Context: an optimization exercise on an open-source flow, tuned for small area and a short achievable clock period. The choices shown serve that exercise and are no tape-out recipe. At most, simulation tests tie the RTL to the original design; equivalence was not proved. Only the layout flow was run in run 6; the RTL was not checked for function there. No activity file was given, so power comes from the tool's default toggle rates.

===== flow/config.mk =====
export PLATFORM = sky130hd
export DESIGN_NAME = tawas
export DESIGN_NICKNAME = tawas
export VERILOG_FILES = /design/flow/design.v
export SDC_FILE = /design/flow/constraint.sdc
export NUM_CORES = 4
export LEC_CHECK = 0
export CAP_MARGIN = 20
export CORE_MARGIN = 2
export CORE_UTILIZATION = 40
export SLEW_MARGIN = 20

===== flow/constraint.sdc =====
create_clock -name core_clock -period 10.0 [get_ports {clk}]
set_input_delay 2.0000 -clock core_clock [delete_from_list [all_inputs] [get_ports {clk}]]
set_output_delay 2.0000 -clock core_clock [all_outputs]
set_load 0.01 [all_outputs]

===== flow/design.v =====
package tawas_isa_pkg;
  typedef enum logic [3:0] {
    op_nop  = 4'd0,
    op_ldi  = 4'd1,
    op_add  = 4'd2,
    op_sub  = 4'd3,
    op_and  = 4'd4,
    op_or   = 4'd5,
    op_xor  = 4'd6,
    op_shl  = 4'd7,
    op_ld   = 4'd8,
    op_st   = 4'd9,
    op_bz   = 4'd10,
    op_bnz  = 4'd11,
    op_halt = 4'd12
  } tawas_op_e;
  typedef logic [2:0] reg_sel_t;
  typedef logic [15:0] imm_t;
  typedef struct packed {
    tawas_op_e  op;
    reg_sel_t   rd;
    reg_sel_t   ra;
    reg_sel_t   rb;
    logic [2:0] rsvd;
    imm_t       imm;
  } tawas_instr_t;
endpackage
package tawas_pipe_pkg;
  typedef logic [1:0] slice_t;
  typedef enum logic {
    ls_load  = 1'b0,
    ls_store = 1'b1
  } ls_kind_e;
endpackage
module tawas
(
  input  logic                      clk,
  input  logic                      reset,
  output logic [24-1:0]    iaddr,
  input  logic [31:0]               idata,
  output logic [31:0]               daddr,
  output logic                      dcs,
  output logic                      dwr,
  output logic [31:0]               dout,
  input  logic [31:0]               din,
  output logic [4-1:0] halted
);
  localparam int PW = 24;
  logic [1:0] slice;
  logic [1:0] dec_slice;
  logic       dec_vld;
  logic [255:0] bank0, bank1, bank2, bank3;
  logic [7:0]   vld0, vld1, vld2, vld3;      
  logic         z0, z1, z2, z3;
  logic [PW-1:0] pc0, pc1, pc2, pc3;
  logic [3:0]  op;
  logic [2:0]  rd, ra, rb;
  logic [15:0] imm;
  assign op  = idata[31:28];
  assign rd  = idata[27:25];
  assign ra  = idata[24:22];
  assign rb  = idata[21:19];
  assign imm = idata[15:0];
  logic [31:0] ra_data, rb_data;
  assign ra_data = bank0[{ra, 5'd0} +: 32] & {32{vld0[ra]}};
  assign rb_data = bank0[{rb, 5'd0} +: 32] & {32{vld0[rb]}};
  logic d_ldi, d_add, d_sub, d_and, d_or, d_xor, d_shl, d_ld, d_st, d_halt, d_taken;
  assign d_ldi  = dec_vld && (op == 4'd1);
  assign d_add  = dec_vld && (op == 4'd2);
  assign d_sub  = dec_vld && (op == 4'd3);
  assign d_and  = dec_vld && (op == 4'd4);
  assign d_or   = dec_vld && (op == 4'd5);
  assign d_xor  = dec_vld && (op == 4'd6);
  assign d_shl  = dec_vld && (op == 4'd7);
  assign d_ld   = dec_vld && (op == 4'd8);
  assign d_st   = dec_vld && (op == 4'd9);
  assign d_halt = dec_vld && (op == 4'd12);
  assign d_taken = dec_vld && (((op == 4'd10) && z0) || ((op == 4'd11) && !z0));
  logic        e_ldi, e_arith, e_sub, e_and, e_or, e_xor, e_shl, e_ld, e_st;
  logic        e_br, e_adv;
  logic [2:0]  e_rd;
  logic [31:0] e_a, e_b;    
  logic [15:0] e_imm;
  always_ff @(posedge clk) begin
    if (reset) begin
      slice     <= 2'd0;
      dec_slice <= 2'd0;
      dec_vld   <= 1'b0;
      halted    <= '0;
      e_ldi     <= 1'b0;
      e_arith   <= 1'b0;
      e_and     <= 1'b0;
      e_or      <= 1'b0;
      e_xor     <= 1'b0;
      e_shl     <= 1'b0;
      e_ld      <= 1'b0;
      e_st      <= 1'b0;
      e_br      <= 1'b0;
      e_adv     <= 1'b0;
    end else begin
      slice     <= slice + 2'd1;
      dec_slice <= slice;
      dec_vld   <= !halted[slice];
      if (d_halt) halted[dec_slice] <= 1'b1;
      e_ldi     <= d_ldi;
      e_arith   <= d_add || d_sub;
      e_and     <= d_and;
      e_or      <= d_or;
      e_xor     <= d_xor;
      e_shl     <= d_shl;
      e_ld      <= d_ld;
      e_st      <= d_st;
      e_br      <= d_taken;
      e_adv     <= dec_vld && !d_halt && !d_taken;
    end
  end
  always_ff @(posedge clk) begin
    e_sub <= (op == 4'd3);
    e_rd  <= rd;
    e_a   <= ra_data;
    e_b   <= rb_data ^ {32{op == 4'd3}};
    e_imm <= imm;
  end
  logic [31:0] e_simm;
  assign e_simm = {{16{e_imm[15]}}, e_imm};
  assign dcs   = e_ld || e_st;
  assign dwr   = e_st;
  assign daddr = e_a + e_simm;
  assign dout  = e_b;
  logic [32:0] sum_x;
  logic [31:0] result;
  assign sum_x = {e_a, 1'b1} + {e_b, e_sub};
  always_comb begin
    result = '0;
    if (e_arith) result = result | sum_x[32:1];
    if (e_and)   result = result | (e_a & e_b);
    if (e_or)    result = result | (e_a | e_b);
    if (e_xor)   result = result | (e_a ^ e_b);
    if (e_shl)   result = result | (e_a << e_b[4:0]);
    if (e_ldi)   result = result | e_simm;
  end
  logic        w_we, w_ld, w_z;
  logic [2:0]  w_rd;
  logic [31:0] w_res;
  always_ff @(posedge clk) begin
    if (reset) begin
      w_we <= 1'b0;
      w_ld <= 1'b0;
      w_z  <= 1'b0;
    end else begin
      w_we <= e_ldi || e_arith || e_and || e_or || e_xor || e_shl || e_ld;
      w_ld <= e_ld;
      w_z  <= e_arith || e_and || e_or || e_xor || e_shl;
    end
  end
  always_ff @(posedge clk) begin
    w_rd  <= e_rd;
    w_res <= result;
  end
  logic [31:0] wdata;
  assign wdata = w_ld ? din : w_res;
  always_ff @(posedge clk) begin
    bank0 <= bank3;
    bank1 <= bank0;
    bank2 <= bank1;
    for (int r = 0; r < 8; r++) begin
      bank3[r*32 +: 32] <= (w_we && (w_rd == 3'(r))) ? wdata : bank2[r*32 +: 32];
    end
  end
  always_ff @(posedge clk) begin
    if (reset) begin
      vld0 <= '0;
      vld1 <= '0;
      vld2 <= '0;
      vld3 <= '0;
      z0   <= 1'b0;
      z1   <= 1'b0;
      z2   <= 1'b0;
      z3   <= 1'b0;
    end else begin
      vld0 <= vld3;
      vld1 <= vld0;
      vld2 <= vld1;
      for (int r = 0; r < 8; r++) begin
        vld3[r] <= vld2[r] || (w_we && (w_rd == 3'(r)));
      end
      z0 <= z3;
      z1 <= z0;
      z2 <= z1;
      z3 <= w_z ? (w_res == 32'd0) : z2;
    end
  end
  always_ff @(posedge clk) begin
    if (reset) begin
      pc0 <= PW'(0);
      pc1 <= PW'(3 * 64);
      pc2 <= PW'(2 * 64);
      pc3 <= PW'(1 * 64);
    end else begin
      pc0 <= pc3;
      pc1 <= pc0;
      pc2 <= pc1;
      pc3 <= pc2 + (e_br ? {{(PW-16){e_imm[15]}}, e_imm} : {{(PW-1){1'b0}}, e_adv});
    end
  end
  assign iaddr = pc0;
endmodule

===== flow/run.sh =====
#!/bin/bash
# synth_recipe.tcl (not shown) runs the flow's synth.tcl, then flattens the netlist and writes it again
# the make line also repeats each setting of config.mk as NAME=value (left out here)
make -C /OpenROAD-flow-scripts/flow DESIGN_CONFIG=/design/flow/config.mk WORK_HOME=/design/flow/orfs CLKGATE_MAP_FILE= SYNTH_SCRIPT=/design/flow/synth_recipe.tcl finish

==> results by group, run 1 <==
STA
  – Tightest Pin Transition: approximately 1.1 ns
  – Tmin final: 6.49 ns
  – Final hold viol count: 0
  – Max frequency: approximately 0.15 GHz
  – Rel. slew slack: 0.256
  – Final worst-path cycle share: 0.649
  – Setup violators final: 0
  – Slew Limit Fails: 0
  – Unrepaired setup endpoints after global routing: no
  – Worst Skew: 0.0291 ns
  – Final setup TNS: 0 ns

Die
  – Rows: 119
  – Starting Density: 0.402
  – Area of the core region: 105000 um^2
  – Die X: 329 um
  – Die area: approximately 110000 um^2
  – Die Ht: ~330 um
  – # IOs: 160

Yosys
  – Synth cell types: between 70 and 80
  – EDFF count, synth: 0
  – Yosys Warn Count: 1
  – Ys async rst share: 0
  – Post-Syn Area: 42300 um^2
  – Seq/Total Area, Yosys: 0.614
  – Syn avg cell area: around 12 um^2
  – Syn nets: around 3800
  – Flops & latches, synth: about 1300
  – Post-Synthesis Cells: roughly 3600
  – Predominant post-synthesis flop cell: dfxtp_1

Clock tree
  – Root Driver: clkbuf_16
  – PostCTS Resize Cnt: 0
  – # Post-CTS Setup Buffers: 0
  – H-tree depth: 3
  – CTS max path bufs: 3
  – Clk slew on worst S/H paths: approximately 0.07 ns
  – CTS hold repair buffers: 0
  – CTS tree: done
  – CTS buffer count: 120
  – Clock sinks: around 1300
  – Worst skew pair latency: a little over 0.7 ns

Critical path
  – CP Data Required Time: ~8 ns
  – Largest delay share family, worst path: compound AO/OA/AOI/OAI gates
  – WP buf/inv: 2
  – Critical path class: flip-flop to output port
  – CP max stage delay: about 0.59 ns
  – Kind of start point of the critical path: flip-flop
  – Crit path DAT: 4.49 ns
  – Max FO, Critical Path: 6
  – CP cell instances: ha_1, inv_1, fa_1, nor2b_1, o2111ai_1, a31oi_1, a221o_1, a21oi_1, o21ai_0, a21oi_1, xnor2_1, clkdlybuf4s50_1
  – Crit. End Element: output port
  – Flop2flop setup slack: between 5 and 6 ns
  – CP dominant cell by count: a21oi_1
  – Crit-path slowest cell: clkdlybuf4s50_1

Layout
  – Post-Route Utilization: 0.471
  – Most common cell after layout, fill and taps aside: dfxtp_1
  – Register area: about 26000 um^2
  – Layout cells sized above 1: 0.115
  – Syn-to-layout area delta: 17.0%
  – ANT cells: 0
  – Layout net count: around 3900
  – Fillers: around 9600
  – Finished Layout Cells: approximately 5300
  – Area occupied by multi-input gates: between 15000 and 20000 um^2
  – Commonest non-fill, non-tap cells in the layout: dfxtp_1 (1295), nor2_1 (295), nand2_1 (267)

Pwr
  – Static leakage: slightly below 20 nW
  – Pwr Total: approximately 11 mW
  – Pwr dens: 218 nW/um^2
  – VDD IR max: between 0.00015 and 0.0002 V

Routing
  – Routed wl met3: 6010 um
  – Vias/cell: around 5.1
  – Initial DRT Pass Iterations: 5
  – WL met2: roughly 48000 um
  – WL/cell: roughly 21 um
  – Routed vias: around 27000
  – DR top layer: met4
  – WL final: between 100000 and 150000 um
  – Wl on met1: roughly 52000 um
  – Initial DRC count: 2077
  – Antenna Violating Nets Remaining: 0
  – Drc violations: 0

Place
  – Dpl cells: between 5000 and 6000
  – Final Wtd Congestion: ~0.91
  – Detailed Place HPWL: 71400 um
  – Port Buf Inserts: 156

GRT
  – Gr ovfl total: 0
  – Largest net degree at the start of global routing: 84
  – Total GRT Usage: 0.200
  – Number of global-route vias before repair: around 26000
  – First-pass GRT wire length: 163000 um
  – Antenna violations before repair: 1

Status
  – Status: timing/DRC/antenna clean

Run
  – Max Cap Viol: 0

Worst hold path
  – Hold/Removal Path Class: flip-flop to flip-flop
layout make-up:
| type | instances | share of cell area |
|---|---|---|
| inverter | 106 | 0.00804 |
| timing repair buffer | 189 | 0.0361 |
| clock inverter | 62 | 0.0178 |
| sequential | 1297 | 0.525 |
| tap | 1391 | 0.0352 |
| clock buffer | 162 | 0.0694 |
| multi-input combinational | 2044 | 0.309 |
registers in the layout, summed over array words and instances, names as in the netlist, 2 cells and up:
| register | count |
|---|---|
| bank0 | 256 |
| bank1 | 256 |
| bank2 | 256 |
| bank3 | 256 |
| e_a | 32 |
| e_b | 32 |
| w_res | 32 |
| pc0 | 24 |
| pc1 | 24 |
| pc2 | 24 |
| pc3 | 24 |
| e_imm | 16 |
| vld0 | 8 |
| vld1 | 8 |
| vld2 | 8 |
| vld3 | 8 |
| halted | 4 |
| e_rd | 3 |
| w_rd | 3 |
| dec_slice | 2 |
| slice | 2 |
cells in the mapped netlist (14+ instances only):
cell type,number,area share
a21o_1,40,0.0071
a21oi_1,245,0.029
a221o_1,18,0.0043
and2_1,21,0.0031
buf_1,30,0.0027
clkbuf_1,143,0.013
dfxtp_1,1297,0.61
ha_1,119,0.035
inv_1,104,0.0092
mux2i_1,125,0.030
mux4_2,151,0.080
nand2_1,267,0.024
nand2b_1,26,0.0038
nand3_1,17,0.0020
nor2_1,295,0.026
nor2b_1,113,0.017
nor3_1,34,0.0040
o2111ai_1,15,0.0031
o211ai_1,19,0.0034
o21a_1,14,0.0025
o21ai_0,227,0.027
xnor2_1,37,0.0077
xor2_1,56,0.012
routing by layer:
metal  up-vias  track usage
met5         -            0
met4         0       0.0619
met3       169       0.0267
met2       742        0.309
met1     12932        0.290
li1      12826            -
final timing paths:
path	to	from	cells past startpoint
max reg2reg	w_res[31]	e_b[3]	11
min	bank0[37]	bank3[37]	0
min reg2reg	bank0[37]	bank3[37]	0
max	daddr[26]	e_a[0]	12
kinds of logic (layout without fill, tap and decap cells):
| kind of cell | after synthesis | count (layout) | synth area share |
|---|---|---|---|
| simple gates | 849 | 849 | 0.0925 |
| flops | 1297 | 1297 | 0.614 |
| buf+inv | 290 | 519 | 0.0261 |
| compound gates | 693 | 693 | 0.0985 |
| mux | 287 | 287 | 0.113 |
| xor+xnor | 93 | 93 | 0.0193 |
| fa+ha+maj | 122 | 122 | 0.0366 |
power by group:
group          internal (mW)  switching [mW]
logic                  0.199           0.207
clock network           2.87            2.00
registers               5.41           0.114
total                   8.47            2.32
stage by stage:
stage	area (um^2)	hold WS, ns	worst slack (ns)
2_1_floorplan	42300	0.310	5.39
3_3_place_gp	45200	0.310	4.17
3_5_place_dp	45200	0.312	4.12
4_1_cts	49500	0.308	3.35
5_1_grt	49500	0.314	3.14
6_report	49500	0.307	3.51
==> run 2: changes to the inputs <==
--- a/flow/design.v
+++ b/flow/design.v
@@ -51,5 +51,5 @@
   logic       dec_vld;
   logic [255:0] bank0, bank1, bank2, bank3;
-  logic [7:0]   vld0, vld1, vld2, vld3;      
+  logic [2:0]   clr;                         
   logic         z0, z1, z2, z3;
   logic [PW-1:0] pc0, pc1, pc2, pc3;
@@ -63,6 +63,8 @@
   assign imm = idata[15:0];
   logic [31:0] ra_data, rb_data;
-  assign ra_data = bank0[{ra, 5'd0} +: 32] & {32{vld0[ra]}};
-  assign rb_data = bank0[{rb, 5'd0} +: 32] & {32{vld0[rb]}};
+  assign ra_data = bank0[{ra, 5'd0} +: 32];
+  assign rb_data = bank0[{rb, 5'd0} +: 32];
+  logic [16:0] d_alo;
+  assign d_alo = {1'b0, ra_data[15:0]} + {1'b0, imm};
   logic d_ldi, d_add, d_sub, d_and, d_or, d_xor, d_shl, d_ld, d_st, d_halt, d_taken;
   assign d_ldi  = dec_vld && (op == 4'd1);
@@ -82,4 +84,6 @@
   logic [31:0] e_a, e_b;    
   logic [15:0] e_imm;
+  logic [15:0] e_alo, e_ahp, e_ahm;
+  logic        e_ac;
   always_ff @(posedge clk) begin
     if (reset) begin
@@ -121,4 +125,8 @@
     e_b   <= rb_data ^ {32{op == 4'd3}};
     e_imm <= imm;
+    e_alo <= d_alo[15:0];
+    e_ac  <= d_alo[16];
+    e_ahp <= ra_data[31:16] + 16'd1;
+    e_ahm <= ra_data[31:16] - 16'd1;
   end
   logic [31:0] e_simm;
@@ -126,5 +134,5 @@
   assign dcs   = e_ld || e_st;
   assign dwr   = e_st;
-  assign daddr = e_a + e_simm;
+  assign daddr = {(e_imm[15] == e_ac) ? e_a[31:16] : (e_ac ? e_ahp : e_ahm), e_alo};
   assign dout  = e_b;
   logic [32:0] sum_x;
@@ -160,4 +168,6 @@
   logic [31:0] wdata;
   assign wdata = w_ld ? din : w_res;
+  logic clearing;
+  assign clearing = reset || clr[0];
   always_ff @(posedge clk) begin
     bank0 <= bank3;
@@ -165,13 +175,13 @@
     bank2 <= bank1;
     for (int r = 0; r < 8; r++) begin
-      bank3[r*32 +: 32] <= (w_we && (w_rd == 3'(r))) ? wdata : bank2[r*32 +: 32];
-    end
-  end
-  always_ff @(posedge clk) begin
-    if (reset) begin
-      vld0 <= '0;
-      vld1 <= '0;
-      vld2 <= '0;
-      vld3 <= '0;
+      if (w_we && !reset && (w_rd == 3'(r)))
+        bank3[r*32 +: 32] <= wdata;
+      else
+        bank3[r*32 +: 32] <= bank2[r*32 +: 32] & {32{!clearing}};
+    end
+  end
+  always_ff @(posedge clk) begin
+    if (reset) begin
+      clr  <= 3'b111;
       z0   <= 1'b0;
       z1   <= 1'b0;
@@ -179,10 +189,5 @@
       z3   <= 1'b0;
     end else begin
-      vld0 <= vld3;
-      vld1 <= vld0;
-      vld2 <= vld1;
-      for (int r = 0; r < 8; r++) begin
-        vld3[r] <= vld2[r] || (w_we && (w_rd == 3'(r)));
-      end
+      clr  <= {1'b0, clr[2:1]};
       z0 <= z3;
       z1 <= z0;
--- a/flow/config.mk
+++ b/flow/config.mk
@@ -6,6 +6,8 @@
 export NUM_CORES = 4
 export LEC_CHECK = 0
+export ABC_CLOCK_PERIOD_IN_PS = 4000
 export CAP_MARGIN = 20
 export CORE_MARGIN = 2
 export CORE_UTILIZATION = 40
+export SETUP_SLACK_MARGIN = 5
 export SLEW_MARGIN = 20
==> run 2 against run 1 <==
  * Sequential power down 4.2%
  * Clock-buffer cell count down 11
  * Power down 3.9%
  * Core utilization down 0.076 points
  * Final area about the same
  * First-iteration DRC count down 0.91%
  * Synthesized cell count down 2.0%
  * Sequential cell count up 19
  * Largest power group unchanged
==> results by group, run 2 <==
Yosys
  – Synth cell count leaders: dfxtp_1 (1316), o21ai_0 (337), nand3_1 (282)
  – Post-Syn Area: 42400 um^2
  – Predominant post-synthesis flop cell: dfxtp_1
  – Post-Synthesis Cells: 3558
  – Count leader, synth: dfxtp_1
  – Yosys Warn Count: 1
  – Seq/Total Area, Yosys: 0.621
  – Yosys top cell by area: dfxtp_1
  – Area contributors post-synth: dfxtp_1 (62%), mux4_2 (7.7%), o21ai_0 (4.0%)
  – Syn avg cell area: ~12 um^2
  – Flops & latches, synth: between 1000 and 1500
  – Synth cell types: 74
  – EDFF count, synth: 0
  – Syn nets: roughly 3700
  – Ys async rst share: 0
  – Synth top area share: 0.621

STA
  – Tightest Pin Transition: around 1.0 ns
  – Rel. slew slack: 0.282
  – Final hold viol count: 0
  – Worst Skew: around 0.022 ns
  – Unrepaired setup endpoints after global routing: no
  – Max frequency: ~0.20 GHz
  – Setup violators final: 0
  – Slew Limit Fails: 0
  – Tmin final: 4.92 ns
  – Final worst-path cycle share: 0.492
  – Final setup TNS: 0 ns

Pwr
  – VDD IR max: around 0.00015 V
  – Pint: about 8.2 mW
  – Combinational power share: 0.026
  – Pwr dens: between 200 and 250 nW/um^2
  – Psw: around 2.2 mW
  – Clk pwr share: 0.464
  – Static leakage: 18.8 nW
  – Reg power frac: 0.510
  – Sw Ratio: 0.211

Die
  – Die X: ~330 um
  – Area of the core region: roughly 110000 um^2
  – Starting Density: 0.403
  – Die area: about 110000 um^2
  – # IOs: 160
  – Die Ht: 330 um
  – Rows: roughly 120

Routing
  – WL final: 112000 um
  – Drc violations: 0
  – Initial DRT Pass Iterations: 6
  – Initial DRC count: slightly above 2000
  – Antenna Violating Nets Remaining: 0
  – Routed vias: around 27000
  – WL/cell: 21.7 um
  – Vias/cell: around 5.2

Place
  – Placed Area: between 40000 and 50000 um^2
  – Port Buf Inserts: about 160
  – Detailed Place HPWL: approximately 73000 um
  – Final Wtd Congestion: between 0.9 and 1

GRT
  – Antenna violations before repair: 2
  – Gr ovfl total: 0
  – Total GRT Usage: 0.203
  – First-pass GRT wire length: ~160000 um
  – Largest net degree at the start of global routing: 171
  – Number of global-route vias before repair: 25793

Clock tree
  – # Post-CTS Setup Buffers: 0
  – CTS buffer count: 120
  – Clk slew on worst S/H paths: ~0.06 ns
  – CTS tree: done
  – Clock sinks: ~1300
  – CTS max path bufs: 3
  – CTS hold repair buffers: 0
  – Root Driver: clkbuf_16
  – Worst skew pair latency: ~0.70 ns
  – H-tree depth: 3

Critical path
  – Kind of start point of the critical path: input port
  – Max FO, Critical Path: 28
  – Crit. End Element: flip-flop
  – CP Data Required Time: 10.57 ns
  – Crit path DAT: 5.49 ns
  – Critical path class: input port to flip-flop

Worst hold path
  – Hold/Removal Path Class: flip-flop to flip-flop

Layout
  – Commonest non-fill, non-tap cells in the layout: dfxtp_1 (1312), o21ai_0 (332), nand3_1 (280)
  – Finished layout cell area: between 40000 and 50000 um^2
  – Post-Route Utilization: 0.470
  – Most common cell after layout, fill and taps aside: dfxtp_1
  – Layout net count: about 3800
  – Fillers: 9374
  – Layout cells sized above 1: 0.124
  – ANT cells: 0
  – Syn-to-layout area delta: 16.6%

Status
  – Status: timing/DRC/antenna clean

Run
  – Max Cap Viol: 0
[run 2: what timing repair did]
item,4_1_cts,5_1_grt
hold endpoints to repair,0,0
gates resized for setup,9,2
endpoints found under the setup margin,20,4
[run 2: kinds of logic after synthesis]
kind of cell,count (synthesis),share of synthesized area
AOI/OAI and AO/OA,653,0.0923
xor gates and xnor gates,109,0.0227
adders and majority gates,109,0.0327
buffers and inverters,313,0.0284
DFF,1316,0.621
muxes,274,0.110
and+or+nand+nor,784,0.0929
[run 2: path summary, 6_finish.rpt]
kind	start	endpoint	slack (ns)	cells after the start
worst min-delay path	bank3[252]	bank0[252]	0.31	0
worst max register to register	e_b[0]	w_res[26]	5.34	11
worst max-delay path	idata[24]	e_alo[14]	5.08	12
worst min register to register	bank3[252]	bank0[252]	0.31	0
[run 2: worst max-delay path, cell delays in order]
cell,delay [ns]
buf_4,0.34
buf_4,0.60
mux2_2,0.49
ha_1,0.38
a21o_1,0.20
a21oi_1,0.15
o21ai_1,0.14
a21o_1,0.25
a2111oi_1,0.58
a2111oi_2,0.09
o41ai_1,0.09
nor2_1,0.12
[run 2: layer usage]
metal	global-route usage	up-vias	share of wire
met5	0	-	0.00024
met2	0.323	736	0.45
li1	-	12719	-
met4	0.0761	4	0.034
met1	0.279	13191	0.46
met3	0.0295	219	0.054
[run 2: layout make-up]
cell class | count | area, um^2 | area share
flip-flops and latches | 1316 | 26400 | 0.533
multi-input cells | 1929 | 15000 | 0.303
clock buffers | 151 | 3300 | 0.0667
repair buffers | 185 | 1790 | 0.0363
well taps | 1391 | 1740 | 0.0352
clock inverters | 65 | 906 | 0.0183
inverters | 107 | 402 | 0.00812
[run 2: power groups by stage]
stage | clock network, mW | registers (mW) | logic (mW)
after floorplan | 0 | 5.40 | 0.155
after global placement | 0 | 5.41 | 0.272
after detailed placement | 0 | 5.41 | 0.273
after CTS | 4.89 | 5.29 | 0.274
after global routing | 5.11 | 5.29 | 0.289
final | 4.81 | 5.29 | 0.273
[run 2: through the flow]
stage | power [mW] | cells | setup slack (ns) | hold slack, ns
final | 10.4 | 5144 | 5.08 | 0.314
after floorplan | 5.55 | 3558 | 4.71 | 0.310
after CTS | 10.5 | 5143 | 5.04 | 0.304
after detailed placement | 5.68 | 4927 | 3.96 | 0.312
after global placement | 5.68 | 4927 | 3.98 | 0.310
after global routing | 10.7 | 5144 | 5.02 | 0.313
==> run 3: changes to the inputs <==
==> flow/flow/run.sh (new file) <==
#!/bin/bash
set -euo pipefail
export BUFFER_PORTS_ARGS="-buffer_cell sky130_fd_sc_hd__buf_2"
bash standard.sh > standard_flow.log 2>&1
==> flow/standard.sh (new file) <==
#!/bin/bash
# synth_recipe.tcl (not shown) runs the flow's synth.tcl, then flattens the netlist and writes it again
# the make line also repeats each setting of config.mk as NAME=value (left out here)
make -C /OpenROAD-flow-scripts/flow DESIGN_CONFIG=/design/flow/config.mk WORK_HOME=/design/flow/orfs CLKGATE_MAP_FILE= SYNTH_SCRIPT=/design/flow/synth_recipe.tcl "${@:-finish}"
removed: flow/run.sh
==> run 3 against run 2 <==
  * Global-route usage hardly changed
  * Routed wire length is 0.33% lower
  * Hold slack worse by 0.020 ns
  * Power is 1.6% lower
  * Die area stayed put
  * First-iteration DRC count is 11% higher
  * Core utilization is 0.82 points lower
  * Combinational power is 8.4% lower
  * Sequential share of layout area is 0.94 points higher
  * Cell count hardly changed
  * Setup slack better by 0.081 ns
  * Largest power group unchanged
==> results by group, run 3 <==
Clock tree
  – Worst skew pair latency: 0.72 ns
  – # Post-CTS Setup Buffers: 0
  – Clk slew on worst S/H paths: about 0.060 ns
  – CTS hold repair buffers: 0
  – H-tree depth: 3
  – CTS max path bufs: 3
  – CTS buffer count: 120
  – Root Driver: clkbuf_16
  – Clock sinks: between 1000 and 1500
  – CTS tree: done

Routing
  – Vias/cell: 5.19
  – Antenna Violating Nets Remaining: 0
  – Initial DRT Pass Iterations: 7
  – WL/cell: approximately 22 um
  – Drc violations: 0
  – Routed vias: roughly 27000
  – Initial DRC count: approximately 2300
  – WL final: ~110000 um

STA
  – Hold WS: ~0.3 ns
  – Setup violators final: 0
  – Final worst-path cycle share: 0.484
  – Final setup TNS: 0 ns
  – Slew Limit Fails: 0
  – Tightest Pin Transition: 1.37 ns
  – Max frequency: between 0.2 and 0.25 GHz
  – Final hold viol count: 0
  – Unrepaired setup endpoints after global routing: no
  – Tmin final: 4.84 ns
  – Rel. slew slack: 0.0894
  – Worst Skew: between 0.05 and 0.06 ns

Pwr
  – Static leakage: around 19 nW
  – VDD IR max: about 0.00016 V
  – Pwr dens: 210 nW/um^2

Layout
  – Most common cell after layout, fill and taps aside: dfxtp_1
  – Syn-to-layout area delta: 14.6%
  – Layout cells sized above 1: 0.163
  – Layout net count: 3832
  – Finished layout cell area: between 40000 and 50000 um^2
  – Post-Route Utilization: 0.462
  – Finished Layout Cells: a little over 5000
  – Commonest non-fill, non-tap cells in the layout: dfxtp_1 (1313), o21ai_0 (332), nand3_1 (280)

Yosys
  – Syn avg cell area: 11.9 um^2
  – EDFF count, synth: 0
  – Flops & latches, synth: ~1300
  – Post-Synthesis Cells: between 3000 and 4000
  – Predominant post-synthesis flop cell: dfxtp_1
  – Synth cell types: 74
  – Synth top area share: 0.621
  – Ys async rst share: 0
  – Syn nets: between 3000 and 4000
  – Seq/Total Area, Yosys: 0.621
  – Area contributors post-synth: dfxtp_1 (62%), mux4_2 (7.7%), o21ai_0 (4.0%)
  – Yosys Warn Count: 1
  – Post-Syn Area: 42400 um^2
  – Yosys top cell by area: dfxtp_1
  – Count leader, synth: dfxtp_1
  – Synth cell count leaders: dfxtp_1 (1316), o21ai_0 (337), nand3_1 (282)

Critical path
  – Max FO, Critical Path: 33
  – Critical Path Start: idata[22]
  – Crit. End Element: flip-flop
  – Critical path class: input port to flip-flop
  – Crit path DAT: 5.45 ns
  – CP Data Required Time: 10.61 ns
  – Kind of start point of the critical path: input port
  – Worst r2r src: e_b[0]

GRT
  – Antenna violations before repair: 3
  – Total GRT Usage: 0.202
  – Number of global-route vias before repair: between 20000 and 30000
  – First-pass GRT wire length: approximately 160000 um
  – Largest net degree at the start of global routing: 178
  – Gr ovfl total: 0

Place
  – Dpl cells: just under 5000
  – Final Wtd Congestion: slightly below 1
  – Detailed Place HPWL: slightly above 70000 um
  – Placed Area: between 40000 and 50000 um^2
  – Port Buf Inserts: approximately 160

Worst hold path
  – Hold/Removal Path Class: flip-flop to flip-flop
  – HP Start: bank1[77]

Die
  – Starting Density: 0.403
  – Die Ht: 330 um
  – # IOs: 160
  – Die area: approximately 110000 um^2
  – Die X: around 330 um
  – Rows: about 120
  – Area of the core region: 105000 um^2

Run
  – Max Cap Viol: 0

Status
  – Status: timing/DRC/antenna clean
[run 3: cell counts after synthesis]
No cell type changed its count.
[run 3: worst max-delay path: stages]
cell,delay [ns]
buf_6,0.42
mux4_2,0.59
mux2i_2,0.40
inv_1,0.11
ha_1,0.30
a21o_1,0.11
a21oi_1,0.09
o21a_1,0.19
o21ai_1,0.29
a211oi_2,0.16
o31ai_1,0.33
a21oi_1,0.13
xnor2_1,0.23
[run 3: cell type report]
type | count | area (um^2)
clock inverters | 53 | 648
inverters | 107 | 402
multi-input cells | 1929 | 15000
diodes | 2 | 5.00
repair buffers | 183 | 1020
fillers | 9491 | 56700
flip-flops and latches | 1316 | 26300
well taps | 1391 | 1740
clock buffers | 167 | 3470
[run 3: report_power, final]
part	internal, mW	leakage (nW)	switching [mW]
clock network	2.67	2.01	2.00
logic	0.0858	6.23	0.165
registers	5.27	10.6	0.0227
[run 3: per-layer routing]
layer	vias up	track usage	part of all wire
met2	750	0.323	0.45
met4	2	0.0731	0.032
met3	206	0.0292	0.056
met5	-	0	0.000090
met1	13030	0.280	0.46
li1	12714	-	-
[run 3: kinds of logic after synthesis]
kind of cell    after synthesis  synth area share
xor+xnor                    109            0.0227
simple gates                784            0.0929
mux                         274             0.110
flops                      1316             0.621
buf+inv                     313            0.0284
fa+ha+maj                   109            0.0327
compound gates              653            0.0923
[run 3: path summary, 6_finish.rpt]
path         depth (start not counted)  slack, ns        end
max                                 13       5.16  e_alo[15]
min                                  0       0.29  bank2[77]
max reg2reg                         11       5.50  w_res[26]
min reg2reg                          0       0.29  bank2[77]
[run 3: stage by stage]
| step | power, mW | worst slack [ns] |
|---|---|---|
| after detailed placement | 5.66 | 3.99 |
| after floorplan | 5.55 | 4.71 |
| after global routing | 10.5 | 5.02 |
| final | 10.2 | 5.16 |
| after global placement | 5.66 | 4.01 |
| after CTS | 10.3 | 4.96 |
[run 3: timing repair]
action                     in CTS  in global routing
setup endpoints to repair      18                  3
gates cloned                    0                  0
resized for setup               5                  2
==> run 4: changes to the inputs <==
==> flow/flow/run.sh (replaced) <==
#!/bin/bash
set -euo pipefail
export BUFFER_PORTS_ARGS="-buffer_cell sky130_fd_sc_hd__buf_2"
export SETUP_SLACK_MARGIN=6.3
bash standard.sh > standard_flow.log 2>&1
--- a/flow/config.mk
+++ b/flow/config.mk
@@ -6,8 +6,6 @@
 export NUM_CORES = 4
 export LEC_CHECK = 0
-export ABC_CLOCK_PERIOD_IN_PS = 4000
 export CAP_MARGIN = 20
 export CORE_MARGIN = 2
 export CORE_UTILIZATION = 40
-export SETUP_SLACK_MARGIN = 5
 export SLEW_MARGIN = 20
==> run 4 against run 3 <==
  * Sequential power is essentially flat
  * Critical path type unchanged
  * Largest power group unchanged
  * Clock power up 2%
  * Non-clock buffer count is 104 higher
  * Combinational power increased by 28%
  * Via count grew 3.1%
  * Cell count up 2.2%
==> results by group, run 4 <==
Status
  – Status: timing/DRC/antenna clean

GRT
  – Number of global-route vias before repair: 26546
  – Antenna violations before repair: 5
  – Total GRT Usage: 0.211
  – Gr ovfl total: 0
  – Largest net degree at the start of global routing: about 160
  – First-pass GRT wire length: ~170000 um

Yosys
  – EDFF count, synth: 0
  – Synth cell count leaders: dfxtp_1 (1316), o21ai_0 (337), nand3_1 (282)
  – Synth Area in Adders: 0.0327
  – Flops & latches, synth: 1316
  – XOR/XNOR Fraction of Synth Area: 0.0227
  – Ys async rst share: 0
  – Count leader, synth: dfxtp_1
  – Predominant post-synthesis flop cell: dfxtp_1
  – Post-Syn Area: between 40000 and 50000 um^2
  – Mux contribution to synthesized area: 0.110
  – Yosys top cell by area: dfxtp_1
  – Synth cell types: 74
  – Seq/Total Area, Yosys: 0.621
  – Simple-Gate Fraction of Synth Area: 0.0929
  – Post-synthesis compound-gate area fraction: 0.0923
  – Yosys Warn Count: 1
  – Synth top area share: 0.621
  – Area contributors post-synth: dfxtp_1 (62%), mux4_2 (7.7%), o21ai_0 (4.0%)
  – Post-Synthesis Cells: ~3600
  – Syn nets: between 3000 and 4000
  – Main combinational cell family by area after synthesis: multiplexers
  – Syn avg cell area: 11.9 um^2

Place
  – Port Buf Inserts: about 160
  – Placed Area: about 45000 um^2
  – Final Wtd Congestion: 0.953
  – Dpl cells: 4930
  – Detailed Place HPWL: about 73000 um

Pwr
  – Sw Ratio: 0.214
  – Psw: between 2 and 2.5 mW
  – Pint: approximately 8.2 mW
  – Clk pwr share: 0.460
  – VDD IR max: around 0.00018 V
  – Combinational power share: 0.031
  – Reg power frac: 0.509
  – Pwr dens: between 200 and 250 nW/um^2
  – Static leakage: 19.8 nW

STA
  – Tmin final: 4.31 ns
  – Max frequency: between 0.2 and 0.25 GHz
  – Final hold viol count: 0
  – Setup violators final: 0
  – Tightest Pin Transition: 1.14 ns
  – Worst Skew: about 0.037 ns
  – Final setup TNS: 0 ns
  – Final worst-path cycle share: 0.431
  – Slew Limit Fails: 0
  – Unrepaired setup endpoints after global routing: yes
  – Rel. slew slack: 0.221

Critical path
  – Crit. End Element: flip-flop
  – CP Data Required Time: 10.59 ns
  – Critical path class: input port to flip-flop
  – Cell depth of the worst setup path: 15
  – Kind of start point of the critical path: input port
  – R2R depth: 12
  – Crit path DAT: 4.90 ns
  – CP max stage delay: 0.48 ns
  – Largest delay share family, worst path: compound AO/OA/AOI/OAI gates
  – Crit-path slowest cell: mux4_2
  – WP buf/inv: 3
  – CP cell instances: buf_16, buf_6, mux4_2, mux2_4, ha_4, inv_2, fa_2, nor2b_4, o21ai_2, a21oi_2, o21ai_1, a21boi_1, o21a_1, or4_1, o211a_1
  – Max FO, Critical Path: 5

Die
  – Area of the core region: around 110000 um^2
  – Die X: roughly 330 um
  – Rows: between 100 and 150
  – Starting Density: 0.403
  – Die Ht: about 330 um
  – Die area: 109000 um^2
  – # IOs: between 150 and 200

Layout
  – Layout net count: roughly 3900
  – Fillers: approximately 9200
  – Finished Layout Cells: approximately 5300
  – Commonest non-fill, non-tap cells in the layout: dfxtp_1 (1309), o21ai_0 (328), nand3_1 (279)
  – Syn-to-layout area delta: 20.5%
  – Layout cells sized above 1: 0.218
  – Most common cell after layout, fill and taps aside: dfxtp_1
  – Finished layout cell area: 51100 um^2

Clock tree
  – Clock sinks: ~1300
  – Clk slew on worst S/H paths: approximately 0.06 ns
  – Root Driver: clkbuf_16
  – CTS tree: done
  – H-tree depth: 3
  – Worst skew pair latency: ~0.72 ns
  – CTS buffer count: approximately 120
  – CTS max path bufs: 3

Routing
  – Antenna Violating Nets Remaining: 0
  – WL final: 117000 um
  – Initial DRC count: ~1900
  – WL/cell: 22.3 um
  – Vias/cell: 5.23
  – Routed vias: about 28000
  – Initial DRT Pass Iterations: 6
  – Drc violations: 0

Run
  – Max Cap Viol: 0

Worst hold path
  – Hold/Removal Path Class: flip-flop to flip-flop
  – Hold Path Depth: 0
run 4: cell counts after synthesis:
No cell type changed its count.
run 4: routing by layer:
layer  global-route usage  share of wire  up-vias
li1                     -              -    12970
met1                0.291           0.45    13535
met4               0.0632          0.028        4
met5                    0        0.00020        -
met2                0.341           0.46      798
met3               0.0329          0.056      213
run 4: area by class of cell:
| type | instances | area, um^2 | area share |
|---|---|---|---|
| clock inverter | 58 | 793 | 0.0155 |
| inverter | 107 | 412 | 0.00806 |
| multi-input combinational | 1936 | 16100 | 0.315 |
| antenna | 3 | 7.51 | 0.000147 |
| sequential | 1316 | 26400 | 0.516 |
| timing repair buffer | 287 | 2300 | 0.0450 |
| timing repair inverter | 1 | 5.00 | 0.0000979 |
| clock buffer | 162 | 3410 | 0.0668 |
| tap | 1391 | 1740 | 0.0341 |
run 4: worst paths after layout:
| kind | startpoint | endpoint | slack, ns |
|---|---|---|---|
| worst max register to register | e_b[3] | w_res[23] | 6.41 |
| worst max-delay path | idata[22] | e_alo[12] | 5.69 |
| worst min-delay path | bank1[91] | bank2[91] | 0.30 |
| worst min register to register | bank1[91] | bank2[91] | 0.30 |
run 4: power by group through the flow:
stage / clock network (mW) / registers [mW] / logic (mW)
6_report: 4.78 / 5.29 / 0.319
5_1_grt: 5.06 / 5.29 / 0.336
4_1_cts: 4.85 / 5.29 / 0.299
3_5_place_dp: 0 / 5.41 / 0.250
3_3_place_gp: 0 / 5.41 / 0.249
2_1_floorplan: 0 / 5.40 / 0.158
run 4: worst register-to-register path, stage by stage, from the launching register on:
cell	delay, ns
dfxtp_1	0.31
buf_4	0.27
inv_1	0.08
buf_4	0.25
ha_1	0.41
o211ai_1	0.11
a21oi_1	0.09
o31a_1	0.34
o21ai_1	0.59
o21ai_1	0.29
a211oi_1	0.32
xnor2_1	0.10
a221o_1	0.31
run 4: timing repair:
| item | in CTS | in global routing |
|---|---|---|
| resized for setup | 171 | 108 |
| pin swaps | 45 | 58 |
| cloned | 13 | 0 |
| endpoints found under the setup margin | 105 | 54 |
| hold buffers | 0 | 0 |
| hold endpoints to repair | 0 | 0 |
| buffers inserted | 59 | 36 |
run 4: cells by family (layout without fill, tap and decap cells):
| family | count (synthesis) | in the layout |
|---|---|---|
| AND/OR/NAND/NOR | 784 | 791 |
| other | 0 | 3 |
| AO/OA/AOI/OAI | 653 | 653 |
| XOR/XNOR | 109 | 109 |
| adder cells (fa/ha/maj) | 109 | 109 |
| multiplexers | 274 | 274 |
| flip-flops | 1316 | 1316 |
| buffers and inverters | 313 | 615 |
run 4: through the flow:
step                      worst slack (ns)   util  total power [mW]  hold slack [ns]
final                                 5.69  0.485              10.4            0.302
after global routing                  5.64  0.485              10.7            0.298
after CTS                             5.69  0.477              10.4            0.303
after detailed placement              4.07  0.424              5.66            0.312
after global placement                4.06  0.424              5.66            0.310
after floorplan                       4.73      -              5.55            0.310
==> run 5: changes to the inputs <==
==> flow/run.sh (new file) <==
#!/bin/bash
# synth_recipe.tcl (not shown) runs the flow's synth.tcl, then flattens the netlist and writes it again
# the make line also repeats each setting of config.mk as NAME=value (left out here)
make -C /OpenROAD-flow-scripts/flow DESIGN_CONFIG=/design/flow/config.mk WORK_HOME=/design/flow/orfs CLKGATE_MAP_FILE= SYNTH_SCRIPT=/design/flow/synth_recipe.tcl finish
removed: flow/flow/run.sh
removed: flow/standard.sh
==> run 5 against run 4 <==
  * Still clean
  * Global-route usage decreased by 0.76 points
  * Die area unchanged
  * Via count fell by 2.8%
  * Sequential cell count is the same
  * Maximum frequency shrank 27%
  * Non-clock buffer count decreased by 100
  * Critical endpoint is now daddr[16]
  * Largest power group unchanged
==> results by group, run 5 <==
Layout
  – Post-Route Utilization: 0.468
  – Finished layout cell area: roughly 49000 um^2
  – Layout cells sized above 1: 0.118
  – Commonest non-fill, non-tap cells in the layout: dfxtp_1 (1313), o21ai_0 (337), nand3_1 (280)
  – Most common cell after layout, fill and taps aside: dfxtp_1
  – Finished Layout Cells: between 5000 and 6000
  – Syn-to-layout area delta: 16.2%
  – Layout net count: between 3000 and 4000

Clock tree
  – Clk slew on worst S/H paths: 0.06 ns
  – Root Driver: clkbuf_16
  – H-tree depth: 3
  – # Post-CTS Setup Buffers: 0
  – CTS tree: done
  – Clock sinks: around 1300
  – CTS hold repair buffers: 0
  – CTS buffer count: 118
  – CTS max path bufs: 3
  – Worst skew pair latency: between 0.7 and 0.8 ns
  – PostCTS Resize Cnt: 0

Critical path
  – Critical path class: flip-flop to output port
  – Crit-path slowest cell: nand2b_1
  – Crit. End Element: output port
  – Kind of start point of the critical path: flip-flop
  – CP cell instances: nand2b_1, nand2_1, o21ai_0, clkdlybuf4s50_1
  – CP Data Required Time: around 8.0 ns
  – Crit path DAT: ~4 ns
  – CP max stage delay: roughly 0.68 ns
  – Max FO, Critical Path: 17

Yosys
  – Post-synthesis compound-gate area fraction: 0.0923
  – XOR/XNOR Fraction of Synth Area: 0.0227
  – Synth Area in Adders: 0.0327
  – Area contributors post-synth: dfxtp_1 (62%), mux4_2 (7.7%), o21ai_0 (4.0%)
  – Synth cell types: 74
  – Post-Synthesis Cells: about 3600
  – Mux contribution to synthesized area: 0.110
  – Main combinational cell family by area after synthesis: multiplexers
  – Simple-Gate Fraction of Synth Area: 0.0929
  – Synth top area share: 0.621
  – Ys async rst share: 0
  – Synth cell count leaders: dfxtp_1 (1316), o21ai_0 (337), nand3_1 (282)
  – EDFF count, synth: 0
  – Predominant post-synthesis flop cell: dfxtp_1
  – Count leader, synth: dfxtp_1
  – Post-Syn Area: between 40000 and 50000 um^2
  – Yosys Warn Count: 1
  – Yosys top cell by area: dfxtp_1
  – Syn nets: 3733
  – Syn avg cell area: 11.9 um^2
  – Flops & latches, synth: ~1300
  – Seq/Total Area, Yosys: 0.621

Worst hold path
  – Hold/Removal Path Class: flip-flop to flip-flop

STA
  – Final setup TNS: 0 ns
  – Final worst-path cycle share: 0.589
  – Rel. slew slack: 0.191
  – Unrepaired setup endpoints after global routing: no
  – Final hold viol count: 0
  – Tmin final: 5.89 ns
  – Setup violators final: 0
  – Slew Limit Fails: 0
  – Max frequency: about 0.17 GHz
  – Worst Skew: 0.0507 ns
  – Tightest Pin Transition: around 1.2 ns

Place
  – Final Wtd Congestion: 0.935
  – Dpl cells: about 4900
  – Placed Area: between 40000 and 50000 um^2
  – Detailed Place HPWL: 71900 um
  – Port Buf Inserts: around 160

Pwr
  – Pwr dens: 208 nW/um^2
  – Static leakage: about 19 nW
  – Pwr Total: around 10 mW
  – VDD IR max: between 0.00015 and 0.0002 V

Die
  – Starting Density: 0.403
  – Die area: approximately 110000 um^2
  – Die Ht: about 330 um
  – Area of the core region: between 100000 and 150000 um^2
  – # IOs: 160
  – Rows: 119
  – Die X: around 330 um

GRT
  – Number of global-route vias before repair: ~26000
  – First-pass GRT wire length: between 150000 and 200000 um
  – Gr ovfl total: 0
  – Antenna violations before repair: 4
  – Largest net degree at the start of global routing: 170
  – Total GRT Usage: 0.203

Routing
  – WL/cell: 21.7 um
  – Initial DRC count: approximately 2300
  – Drc violations: 0
  – WL final: approximately 110000 um
  – Initial DRT Pass Iterations: 5
  – Routed vias: approximately 27000
  – Vias/cell: ~5.2
  – Antenna Violating Nets Remaining: 0

Run
  – Max Cap Viol: 0

Status
  – Status: timing/DRC/antenna clean
run 5: routing by layer:
layer	share of wire	up-vias	GRT usage
met5	0	-	0
met4	0.026	0	0.0645
met3	0.049	153	0.0248
met2	0.46	724	0.324
met1	0.47	13127	0.287
li1	-	12733	-
run 5: report_power, final:
part	internal (mW)	total, mW	switching [mW]
clock	2.72	4.67	1.96
combinational	0.108	0.270	0.161
sequential	5.27	5.29	0.0237
total	8.09	10.2	2.14
run 5: layout make-up:
class                           count  area, um^2
Antenna cell                        1        2.50
Tap cell                         1391        1740
Clock buffer                      178        3510
Multi-Input combinational cell   1929       14900
Timing Repair Buffer              187        1790
Sequential cell                  1316       26300
Clock inverter                     40         592
Inverter                          107         402
Fill cell                        9441       56000
run 5: worst paths after layout:
kind	from	to	slack, ns	cells past startpoint
max	e_imm[15]	daddr[16]	4.11	4
min	bank1[12]	bank2[12]	0.30	0
max reg2reg	e_b[0]	w_res[26]	5.11	11
min reg2reg	bank1[12]	bank2[12]	0.30	0
run 5: kinds of logic after synthesis:
logic type	Yosys count
flops	1316
simple gates	784
compound gates	653
buf+inv	313
mux	274
xor+xnor	109
fa+ha+maj	109
run 5: metrics by stage:
| stage | hold WS (ns) | setup WS [ns] |
|---|---|---|
| after floorplan | 0.310 | 3.82 |
| after global placement | 0.310 | 3.78 |
| after detailed placement | 0.312 | 3.74 |
| after CTS | 0.297 | 4.02 |
| after global routing | 0.298 | 4.03 |
| final | 0.302 | 4.11 |
run 5: critical path: cells and delay by family, from the launching register on:
kind | cells | cell delay, ns
AND/OR/NAND/NOR | 2 | 1.30
AO/OA/AOI/OAI | 1 | 0.63
flip-flops | 1 | 0.62
buffers and inverters | 1 | 0.65
==> run 6: changes to the inputs <==
--- a/flow/design.v
+++ b/flow/design.v
@@ -65,6 +65,14 @@
   assign ra_data = bank0[{ra, 5'd0} +: 32];
   assign rb_data = bank0[{rb, 5'd0} +: 32];
-  logic [16:0] d_alo;
-  assign d_alo = {1'b0, ra_data[15:0]} + {1'b0, imm};
+  logic [8:0] d_lo, d_m0;
+  logic [9:0] d_m1;
+  logic [7:0] d_mid;
+  logic       d_c16, d_s;
+  assign d_lo  = {1'b0, ra_data[7:0]} + {1'b0, imm[7:0]};
+  assign d_m0  = {1'b0, ra_data[15:8]} + {1'b0, imm[15:8]};
+  assign d_m1  = {1'b0, ra_data[15:8], 1'b1} + {1'b0, imm[15:8], 1'b1};
+  assign d_mid = d_lo[8] ? d_m1[8:1] : d_m0[7:0];
+  assign d_c16 = d_lo[8] ? d_m1[9] : d_m0[8];
+  assign d_s   = imm[15];
   logic d_ldi, d_add, d_sub, d_and, d_or, d_xor, d_shl, d_ld, d_st, d_halt, d_taken;
   assign d_ldi  = dec_vld && (op == 4'd1);
@@ -85,5 +93,5 @@
   logic [15:0] e_imm;
   logic [15:0] e_alo, e_ahp, e_ahm;
-  logic        e_ac;
+  logic        e_hsel0, e_hselp, e_hselm;
   always_ff @(posedge clk) begin
     if (reset) begin
@@ -125,6 +133,8 @@
     e_b   <= rb_data ^ {32{op == 4'd3}};
     e_imm <= imm;
-    e_alo <= d_alo[15:0];
-    e_ac  <= d_alo[16];
+    e_alo   <= {d_mid, d_lo[7:0]};
+    e_hsel0 <= (d_s == d_c16);
+    e_hselp <= d_c16 && !d_s;
+    e_hselm <= d_s && !d_c16;
     e_ahp <= ra_data[31:16] + 16'd1;
     e_ahm <= ra_data[31:16] - 16'd1;
@@ -134,12 +144,17 @@
   assign dcs   = e_ld || e_st;
   assign dwr   = e_st;
-  assign daddr = {(e_imm[15] == e_ac) ? e_a[31:16] : (e_ac ? e_ahp : e_ahm), e_alo};
+  assign daddr = {({16{e_hsel0}} & e_a[31:16]) | ({16{e_hselp}} & e_ahp) | ({16{e_hselm}} & e_ahm),
+                   e_alo};
   assign dout  = e_b;
-  logic [32:0] sum_x;
+  logic [17:0] sum_lo;
+  logic [15:0] sum_h0;
+  logic [16:0] sum_h1;
   logic [31:0] result;
-  assign sum_x = {e_a, 1'b1} + {e_b, e_sub};
+  assign sum_lo = {1'b0, e_a[15:0], 1'b1} + {1'b0, e_b[15:0], e_sub};
+  assign sum_h0 = e_a[31:16] + e_b[31:16];
+  assign sum_h1 = {e_a[31:16], 1'b1} + {e_b[31:16], 1'b1};
   always_comb begin
     result = '0;
-    if (e_arith) result = result | sum_x[32:1];
+    if (e_arith) result = result | {sum_h0, sum_lo[16:1]};
     if (e_and)   result = result | (e_a & e_b);
     if (e_or)    result = result | (e_a | e_b);
@@ -148,7 +163,8 @@
     if (e_ldi)   result = result | e_simm;
   end
-  logic        w_we, w_ld, w_z;
+  logic        w_we, w_ld, w_z, w_csel;
   logic [2:0]  w_rd;
   logic [31:0] w_res;
+  logic [15:0] w_hi1;
   always_ff @(posedge clk) begin
     if (reset) begin
@@ -163,9 +179,12 @@
   end
   always_ff @(posedge clk) begin
-    w_rd  <= e_rd;
-    w_res <= result;
-  end
-  logic [31:0] wdata;
-  assign wdata = w_ld ? din : w_res;
+    w_rd   <= e_rd;
+    w_res  <= result;
+    w_hi1  <= sum_h1[16:1];
+    w_csel <= e_arith && sum_lo[17];
+  end
+  logic [31:0] w_val, wdata;
+  assign w_val = {w_csel ? w_hi1 : w_res[31:16], w_res[15:0]};
+  assign wdata = w_ld ? din : w_val;
   logic clearing;
   assign clearing = reset || clr[0];
@@ -193,5 +212,5 @@
       z1 <= z0;
       z2 <= z1;
-      z3 <= w_z ? (w_res == 32'd0) : z2;
+      z3 <= w_z ? (w_val == 32'd0) : z2;
     end
   end
==> flow/flow/run.sh (new file) <==
#!/bin/bash
set -euo pipefail
export BUFFER_PORTS_ARGS="-buffer_cell sky130_fd_sc_hd__buf_2"
export SETUP_SLACK_MARGIN=6.3
bash standard.sh > standard_flow.log 2>&1
==> flow/standard.sh (new file) <==
#!/bin/bash
# synth_recipe.tcl (not shown) runs the flow's synth.tcl, then flattens the netlist and writes it again
# the make line also repeats each setting of config.mk as NAME=value (left out here)
make -C /OpenROAD-flow-scripts/flow DESIGN_CONFIG=/design/flow/config.mk WORK_HOME=/design/flow/orfs CLKGATE_MAP_FILE= SYNTH_SCRIPT=/design/flow/synth_recipe.tcl "${@:-finish}"
removed: flow/run.sh
==> run 6 against run 5 <==
  * Still clean
  * Via count grew 4.2%
  * Clock-buffer cell count grew 16
  * Sequential power grew 2%
  * Power grew 4.4%
  * Maximum frequency grew 35%
  * Setup slack gained 1.5 ns
  * First-iteration DRC count grew 8.8%
  * Core utilization grew 0.40 points
  * Critical path type is now input port to flip-flop
  * Largest cell class unchanged
==> results by group, run 6 <==
Status
  – Status: timing/DRC/antenna clean

GRT
  – First-pass GRT wire length: approximately 180000 um
  – Total GRT Usage: 0.211
  – Number of global-route vias before repair: 27075
  – Largest net degree at the start of global routing: 80
  – Antenna violations before repair: 9
  – Gr ovfl total: 0

Critical path
  – Max FO, Critical Path: 7
  – Crit. End Element: flip-flop
  – Critical path class: input port to flip-flop
  – R2R depth: 12
  – Crit path DAT: between 5 and 6 ns
  – CP Data Required Time: 10.64 ns
  – Kind of start point of the critical path: input port

Layout
  – Commonest non-fill, non-tap cells in the layout: dfxtp_1 (1323), o21ai_0 (308), nand3_1 (278)
  – Layout net count: around 3900
  – Syn-to-layout area delta: 17.0%
  – Layout cells sized above 1: 0.174
  – Finished layout cell area: approximately 51000 um^2
  – Most common cell after layout, fill and taps aside: dfxtp_1

Pwr
  – Clk pwr share: 0.472
  – VDD IR max: a little under 0.0002 V
  – Combinational power share: 0.025
  – Static leakage: just under 20 nW
  – Pint: around 8.4 mW
  – Reg power frac: 0.503
  – Pwr dens: between 200 and 250 nW/um^2
  – Sw Ratio: 0.211
  – Psw: 2.26 mW

Clock tree
  – Clk slew on worst S/H paths: around 0.060 ns
  – H-tree depth: 4
  – Clock sinks: roughly 1300
  – CTS tree: done
  – Worst skew pair latency: around 0.75 ns
  – Root Driver: clkbuf_16
  – CTS hold repair buffers: 0
  – CTS max path bufs: 3
  – CTS buffer count: between 100 and 150

STA
  – Max frequency: approximately 0.23 GHz
  – Tmin final: around 4.4 ns
  – Slew Limit Fails: 0
  – Worst Skew: between 0.02 and 0.03 ns
  – Rel. slew slack: 0.264
  – Final setup TNS: 0 ns
  – Final hold viol count: 0
  – Tightest Pin Transition: ~1.1 ns
  – Unrepaired setup endpoints after global routing: yes
  – Final worst-path cycle share: 0.437
  – Setup violators final: 0

Routing
  – Initial DRC count: approximately 2500
  – WL/cell: 22.5 um
  – WL final: around 120000 um
  – Routed vias: around 28000
  – Drc violations: 0
  – Vias/cell: approximately 5.3
  – Initial DRT Pass Iterations: 6
  – Antenna Violating Nets Remaining: 0

Yosys
  – Synth top area share: 0.619
  – Post-Syn Area: roughly 43000 um^2
  – Syn avg cell area: approximately 12 um^2
  – Ys async rst share: 0
  – Seq/Total Area, Yosys: 0.619
  – Area contributors post-synth: dfxtp_1 (62%), mux4_2 (7.8%), o21ai_0 (3.6%)
  – Yosys top cell by area: dfxtp_1
  – Predominant post-synthesis flop cell: dfxtp_1
  – Count leader, synth: dfxtp_1
  – Yosys Warn Count: 1
  – Syn nets: 3803
  – Post-Synthesis Cells: ~3600
  – Synth cell types: 80
  – EDFF count, synth: 0
  – Synth cell count leaders: dfxtp_1 (1335), o21ai_0 (311), nand3_1 (280)
  – Flops & latches, synth: 1335

Die
  – Rows: between 100 and 150
  – Die Ht: about 330 um
  – Die area: roughly 110000 um^2
  – Die X: approximately 330 um
  – Area of the core region: around 110000 um^2
  – # IOs: between 150 and 200
  – Starting Density: 0.404

Worst hold path
  – Hold/Removal Path Class: flip-flop to flip-flop
  – Hold Path Depth: 0

Place
  – Detailed Place HPWL: 74700 um
  – Final Wtd Congestion: ~0.95
  – Port Buf Inserts: between 150 and 200
  – Placed Area: approximately 45000 um^2

Run
  – Max Cap Viol: 0
## run 6: changes by cell type in the layout (fill, tap and decap cells not counted), moves of 12 or more
cell / previous run / this run
clkdlybuf4s50_1: 149 / 0
buf_6: 0 / 14
o22ai_1: 21 / 3
o21ai_1: 0 / 16
a21o_1: 27 / 40
buf_2: 2 / 146
a222oi_1: 0 / 17
mux2_2: 31 / 19
o21ai_0: 337 / 308
clkbuf_16: 118 / 140
inv_1: 103 / 138
nor3_1: 21 / 37
xnor2_1: 86 / 102
## run 6: per-stage QoR
step	utilization	power [mW]	setup slack, ns	hold WS (ns)	instances
finish	0.472	10.7	5.63	0.302	5267
CTS	0.471	10.7	5.64	0.300	5259
global placement	0.423	5.73	4.04	0.309	5001
global route	0.472	11.0	5.59	0.300	5266
floorplan	-	5.63	4.74	0.310	3620
detailed placement	0.423	5.74	4.02	0.312	5001
## run 6: cell families after synthesis
| kind of cell | count (synthesis) | synth area share |
|---|---|---|
| AOI/OAI and AO/OA | 662 | 0.0929 |
| xor gates and xnor gates | 119 | 0.0241 |
| adders and majority gates | 117 | 0.0351 |
| buffers and inverters | 351 | 0.0312 |
| DFF | 1335 | 0.619 |
| muxes | 286 | 0.111 |
| and+or+nand+nor | 750 | 0.0869 |
## run 6: path summary, 6_finish.rpt
path,from,slack [ns],to
setup / recovery,idata[22],5.63,e_hsel0
hold / removal,bank3[100],0.30,bank0[100]
setup reg to reg,e_br,6.50,pc3[22]
hold reg to reg,bank3[100],0.30,bank0[100]
## run 6: power by group through the flow
stage	logic [mW]	registers [mW]	clock network [mW]
6_report	0.271	5.37	5.04
5_1_grt	0.287	5.37	5.31
4_1_cts	0.268	5.37	5.11
3_5_place_dp	0.246	5.49	0
3_3_place_gp	0.245	5.49	0
2_1_floorplan	0.157	5.48	0
## run 6: critical path: stages
cell and delay, ns:
buf_16 0.12, buf_4 0.12, mux4_2 0.51, mux2_4 0.35, ha_4 0.30, nor2b_2 0.16
o2111a_2 0.23, o21ai_2 0.07, and3_4 0.17, o311ai_2 0.31, nand2_2 0.19, o21ai_4 0.20
ha_1 0.25
## run 6: layout make-up
cell class / instances / area [um^2]
multi-input cells: 1938 / 15500
fillers: 9534 / 56500
clock inverters: 41 / 493
clock buffers: 194 / 3980
repair buffers: 211 / 1520
well taps: 1403 / 1760
inverters: 143 / 537
diodes: 2 / 5.00
flip-flops and latches: 1335 / 26800
## run 6: what timing repair did
item / in CTS / in global routing
setup buffers: 16 / 6
cloned: 7 / 0
resized for setup: 84 / 14
endpoints found under the setup margin: 289 / 175
pin swaps: 23 / 10
## run 6: routing by layer
metal | vias to the layer above | global-route usage | share of wire
met1 | 13791 | 0.293 | 0.46
met3 | 208 | 0.0370 | 0.057
met5 | - | 0 | 0.00011
met2 | 862 | 0.334 | 0.45
met4 | 2 | 0.0711 | 0.030
li1 | 13010 | - | -

[re-timing with driven ports]
In the flow no input, the clock included, has a driving cell. The finished layouts below were timed again as built, in two steps.
Step 1 assumes that a clkbuf_16 drives the clock port and a buf_2 every other input.
Step 2 also shifts input and output timing later by t, the mid clock arrival at the registers, as if the neighbouring blocks saw the same clock.
Slacks: ideal ports / drivers / drivers and shift; pairs: ideal ports / drivers.
| run | t, ns | setup WS [ns] | hold slack, ns |
|---|---|---|---|
| run 1 | 0.768 | 3.508 / 3.439 / 4.207 | 0.307 / 0.307 / 0.307 |
| run 2 | 0.760 | 5.079 / 5.021 / 4.356 | 0.314 / 0.314 / 0.314 |
| run 3 | 0.770 | 5.160 / 5.097 / 4.410 | 0.294 / 0.294 / 0.294 |
| run 4 | 0.766 | 5.692 / 5.536 / 4.770 | 0.302 / 0.302 / 0.302 |
| run 5 | 0.754 | 4.112 / 4.044 / 3.732 | 0.302 / 0.302 / 0.302 |
| run 6 | 0.803 | 5.629 / 5.417 / 4.614 | 0.302 / 0.302 / 0.302 |
After both steps every run listed still meets setup and hold. For run 6, which loses most, drivers alone change the setup slack by -0.212 ns; drivers and shift together by -1.015 ns.
